This is an optimization exercise on Yosys and OpenROAD, whose aim is small area, not a production implementation. Only simulation tests tie the RTL to the original design; equivalence was not proved. Power figures rest on the tool's default switching activity, not on a simulated workload.

## build 89
==> flow/design.v <==
`default_nettype none
package data_mem_pkg;
  localparam int WORD_W = 32;
endpackage
`default_nettype wire
`default_nettype none
module resp_word_ram #(
  parameter int DEPTH_WORDS = 64,
  parameter int WORD_W      = 32,
  parameter int AW          = 6
) (
  input  logic              clk_i,
  input  logic              clr_ni,
  input  logic              we_i,
  input  logic [AW-1:0]     waddr_i,
  input  logic [WORD_W-1:0] wdata_i,
  input  logic              re_i,
  input  logic [AW-1:0]     raddr_i,
  output logic [WORD_W-1:0] rdata_o
);
  logic                   phase_q;
  logic [DEPTH_WORDS-1:0] valid_q;
  logic [WORD_W-1:0]      s_q [DEPTH_WORDS];
  logic [DEPTH_WORDS-1:0] wsel;
  logic [DEPTH_WORDS-1:0] rsel;
  logic [WORD_W-1:0]      wx;
  logic [WORD_W-1:0]      acc;
  logic                   hit;
  always_comb begin
    for (int i = 0; i < DEPTH_WORDS; i++) begin
      wsel[i] = we_i && (waddr_i == AW'(i));
      rsel[i] = (raddr_i == AW'(i));
    end
  end
  assign wx = wdata_i ^ {WORD_W{phase_q}};
  always_ff @(posedge clk_i or negedge clr_ni) begin
    if (!clr_ni) begin
      phase_q <= 1'b0;
      valid_q <= '0;
    end else begin
      phase_q <= ~phase_q;
      valid_q <= valid_q | wsel;
    end
  end
  for (genvar i = 0; i < DEPTH_WORDS; i++) begin : g_row
    resp_word_row #(.WORD_W(WORD_W)) u_row (
      .clk_i (clk_i),
      .we_i  (wsel[i]),
      .wen_i (~wsel[i]),
      .x_i   (wx),
      .s_o   (s_q[i])
    );
  end
  localparam int NG = (DEPTH_WORDS + 2) / 3;
  logic [3*NG-1:0] rsel_x;
  logic [NG-1:0]   grp_n [WORD_W];
  assign rsel_x = (3*NG)'(rsel);
  for (genvar b = 0; b < WORD_W; b++) begin : g_rbit
    for (genvar g = 0; g < NG; g++) begin : g_grp
      if (3*g + 2 < DEPTH_WORDS) begin : g_3
        resp_aoi222 u_aoi (
          .a0_i (rsel_x[3*g]),     .b0_i (s_q[3*g][b]),
          .a1_i (rsel_x[3*g + 1]), .b1_i (s_q[3*g + 1][b]),
          .a2_i (rsel_x[3*g + 2]), .b2_i (s_q[3*g + 2][b]),
          .y_o  (grp_n[b][g])
        );
      end else if (3*g + 1 < DEPTH_WORDS) begin : g_2
        resp_aoi22 u_aoi (
          .a0_i (rsel_x[3*g]),     .b0_i (s_q[3*g][b]),
          .a1_i (rsel_x[3*g + 1]), .b1_i (s_q[3*g + 1][b]),
          .y_o  (grp_n[b][g])
        );
      end else begin : g_1
        assign grp_n[b][g] = ~(rsel_x[3*g] & s_q[3*g][b]);
      end
    end
    assign acc[b] = ~&grp_n[b];
  end
  assign hit     = re_i && valid_q[raddr_i];
  assign rdata_o = {WORD_W{hit}} & (acc ^ {WORD_W{phase_q}});
endmodule
`default_nettype wire
`default_nettype none
module resp_word_row #(
  parameter int WORD_W = 32
) (
  input  logic              clk_i,
  input  logic              we_i,
  input  logic              wen_i,
  input  logic [WORD_W-1:0] x_i,
  output logic [WORD_W-1:0] s_o
);
  always_ff @(posedge clk_i) begin
    s_o <= ~((s_o | {WORD_W{we_i}}) & (x_i | {WORD_W{wen_i}}));
  end
endmodule
`default_nettype wire
`default_nettype none
module resp_aoi222 (
  input  logic a0_i, b0_i,
  input  logic a1_i, b1_i,
  input  logic a2_i, b2_i,
  output logic y_o
);
  assign y_o = ~((a0_i & b0_i) | (a1_i & b1_i) | (a2_i & b2_i));
endmodule
module resp_aoi22 (
  input  logic a0_i, b0_i,
  input  logic a1_i, b1_i,
  output logic y_o
);
  assign y_o = ~((a0_i & b0_i) | (a1_i & b1_i));
endmodule
`default_nettype wire
`default_nettype none
import data_mem_pkg::*;
module data_mem_responder #(
  parameter int DEPTH_WORDS = 64,
  parameter int LATENCY     = 2
) (
  input  logic        clk,
  input  logic        rst,
  input  logic        req_valid,
  output logic        req_ready,
  input  logic        req_write,
  input  logic [31:0] req_addr,
  input  logic [31:0] req_wdata,
  output logic        resp_valid,
  input  logic        resp_ready,
  output logic [31:0] resp_rdata,
  output logic        resp_err
);
  localparam int AW = (DEPTH_WORDS > 1) ? $clog2(DEPTH_WORDS) : 1;
  logic [2:0]    st_q;
  logic [AW-1:0] addr_q;
  logic          err_q;
  logic          ld_q;
  logic [31:0]   rdata_q;
  logic [31:0]   ram_rdata;
  logic          idle;
  logic          resp;
  logic          in_err;
  logic          wr_go;
  logic          resp_next;
  assign idle   = (st_q == 3'b000);
  assign resp   = st_q[2];
  assign in_err = (req_addr[1:0] != 2'b00) || ({2'b00, req_addr[31:2]} >= 32'(DEPTH_WORDS));
  assign wr_go  = idle && req_valid && req_write && !in_err;
  assign resp_next = (st_q == 3'b010) || (resp && !resp_ready);
  always_ff @(posedge clk or negedge rst) begin
    if (!rst) begin
      st_q <= 3'b000;
    end else begin
      case (st_q)
        3'b000:  st_q <= req_valid ? 3'b001 : 3'b000;
        3'b001:  st_q <= 3'b011;
        3'b011:  st_q <= 3'b010;
        3'b010:  st_q <= 3'b100;
        3'b100:  st_q <= resp_ready ? 3'b000 : 3'b100;
        default: st_q <= 3'b000;
      endcase
    end
  end
  always_ff @(posedge clk or negedge rst) begin
    if (!rst) begin
      rdata_q <= '0;
    end else begin
      rdata_q <= ram_rdata;
    end
  end
  always_ff @(posedge clk) begin
    if (idle) begin
      addr_q <= req_addr[AW+1:2];
      err_q  <= in_err;
      ld_q   <= !req_write && !in_err;
    end
  end
  resp_word_ram #(
    .DEPTH_WORDS (DEPTH_WORDS),
    .WORD_W      (WORD_W),
    .AW          (AW)
  ) u_ram (
    .clk_i   (clk),
    .clr_ni  (rst),
    .we_i    (wr_go),
    .waddr_i (req_addr[AW+1:2]),
    .wdata_i (req_wdata),
    .re_i    (resp_next && ld_q),
    .raddr_i (addr_q),
    .rdata_o (ram_rdata)
  );
  assign req_ready  = idle;
  assign resp_valid = resp;
  assign resp_rdata = rdata_q;
  assign resp_err   = resp && err_q;
endmodule
`default_nettype wire
==> flow/config.mk <==
export PLATFORM = sky130hd
export DESIGN_NAME = data_mem_responder
export DESIGN_NICKNAME = data_mem_responder
export VERILOG_FILES = /design/flow/design.v
export SDC_FILE = /design/flow/constraint.sdc
export NUM_CORES = 4
export LEC_CHECK = 0
export CAP_MARGIN = 10
export CORE_MARGIN = 2
export CORE_UTILIZATION = 40
export PLACE_DENSITY = 0.45
export SETUP_SLACK_MARGIN = 0.2
export SLEW_MARGIN = 20
export SYNTH_HIERARCHICAL = 1
export SYNTH_MINIMUM_KEEP_SIZE = 0
==> flow/constraint.sdc <==
create_clock -name core_clock -period 5.0 [get_ports {clk}]
set_input_delay 1.0000 -clock core_clock [delete_from_list [all_inputs] [get_ports {clk}]]
set_output_delay 1.0000 -clock core_clock [all_outputs]
set_load 0.01 [all_outputs]
standard.sh (not shown) runs the stock make flow with config.mk's settings and CLKGATE_MAP_FILE= SYNTH_SCRIPT=/design/flow/synth_recipe.tcl, a recipe that flattens the netlist after the stock synthesis.
==> flow/flow/run.sh <==
#!/bin/bash
# Standard layout with CTS and port-buffer options changed; each tool logs under orfs/logs.
set -euo pipefail
bash standard.sh "CTS_ARGS=-sink_clustering_enable -repair_clock_nets -dont_use_dummy_load -buf_list sky130_fd_sc_hd__clkbuf_8 -sink_clustering_size 14 -sink_clustering_max_diameter 45" 'BUFFER_PORTS_ARGS=-buffer_cell sky130_fd_sc_hd__buf_1' finish > standard.log 2>&1
Input-level comparison between build 84 and build 89:
Settings: a change of SLEW_MARGIN from 20 to 25; an added CELL_PAD_IN_SITES_DETAIL_PLACEMENT of 1; a change of SETUP_SLACK_MARGIN from 0.2 to 0.15; a change of PLACE_DENSITY from 0.45 to 0.5.
==> flow/flow/run.sh <==
#!/bin/bash
# Standard layout with CTS and port-buffer options changed; each tool logs under orfs/logs.
set -euo pipefail
bash standard.sh "CTS_ARGS=-sink_clustering_enable -repair_clock_nets -dont_use_dummy_load -buf_list sky130_fd_sc_hd__clkbuf_8 -sink_clustering_size 17 -sink_clustering_max_diameter 50" 'BUFFER_PORTS_ARGS=-buffer_cell sky130_fd_sc_hd__buf_1' finish > standard.log 2>&1
## What came out
Compared to build 89, build 84 has final cell utilization of the core 0.80 points lower. Status: combinational power parity (build 84, build 89). Post-synthesis to final-layout area growth: higher on build 89. Clock share of power | build 84 below build 89. Relative to build 89, the clock power of build 84 is lower by about 20%. A slowest cell on the critical path of sky130_fd_sc_hd__or4_1 is what build 89 shows, while sky130_fd_sc_hd__nand2b_1 belongs to build 84. Compared with build 89, build 84 is the less power-hungry design. The launching instance or port of the critical path comes out addr_q[4] in one run and addr_q[2] in the other, namely in build 84 and build 89 respectively. Going from build 89 to build 84, number of fillers in the final layout grew by 2175; slack of the critical path went down 0.40 ns.
Setup changes, build 84 to build 16
Settings: a change of SETUP_SLACK_MARGIN from 0.15 to 0.3.
==> flow/flow/run.sh <==
#!/bin/bash
# Standard layout with CTS and port-buffer options changed; each tool logs under orfs/logs.
set -euo pipefail
bash standard.sh "CTS_ARGS=-sink_clustering_enable -repair_clock_nets -dont_use_dummy_load -buf_list sky130_fd_sc_hd__clkbuf_8 -sink_clustering_size 14 -sink_clustering_max_diameter 45" 'BUFFER_PORTS_ARGS=-buffer_cell sky130_fd_sc_hd__buf_1' finish > standard.log 2>&1
Findings:
Aggregate routed wire length across build 16 and build 84: no real change. Build 16 gives more utilization than build 84 did. Build 84 has lower area of all placed cells without fillers than build 16. Compare build 16 and build 84 | portion of total power attributed to the clock network lower: build 84. Build 16 vs build 84, register-to-register slack went up by 0.25 ns. Build 84 -> build 16: global-route wire length before repair flat.

[afterwards: timing with drivers on the ports]
The results above use ideal ports. As a check the final layouts listed here were re-extracted and re-timed, cells and wires unchanged.
Step 1 assumes that a clkbuf_16 drives the clock port and a buf_2 every other input.
Step 2, shift: input delay + t, output delay - t, t = (earliest + latest rising clock arrival at the registers) / 2. This alone moves slack from input paths to output paths.
a / b / c = ideal ports / drivers / drivers and shift; a / b = the first two.
| run | t, ns | setup slack, ns | worst register clock-pin slew, ns |
|---|---|---|---|
| build 89 | 1.112 | 0.662 / 0.662 / 0.662 | 0.09 / 0.09 |
| build 84 | 1.032 | 0.267 / 0.267 / 0.267 | 0.12 / 0.12 |
| build 16 | 1.058 | 0.520 / 0.520 / 0.307 | 0.10 / 0.10 |
After both steps every run listed still meets setup and hold. The setup slack of build 16, which loses most, moves by 0.000 ns with the drivers and by -0.213 ns with both steps.
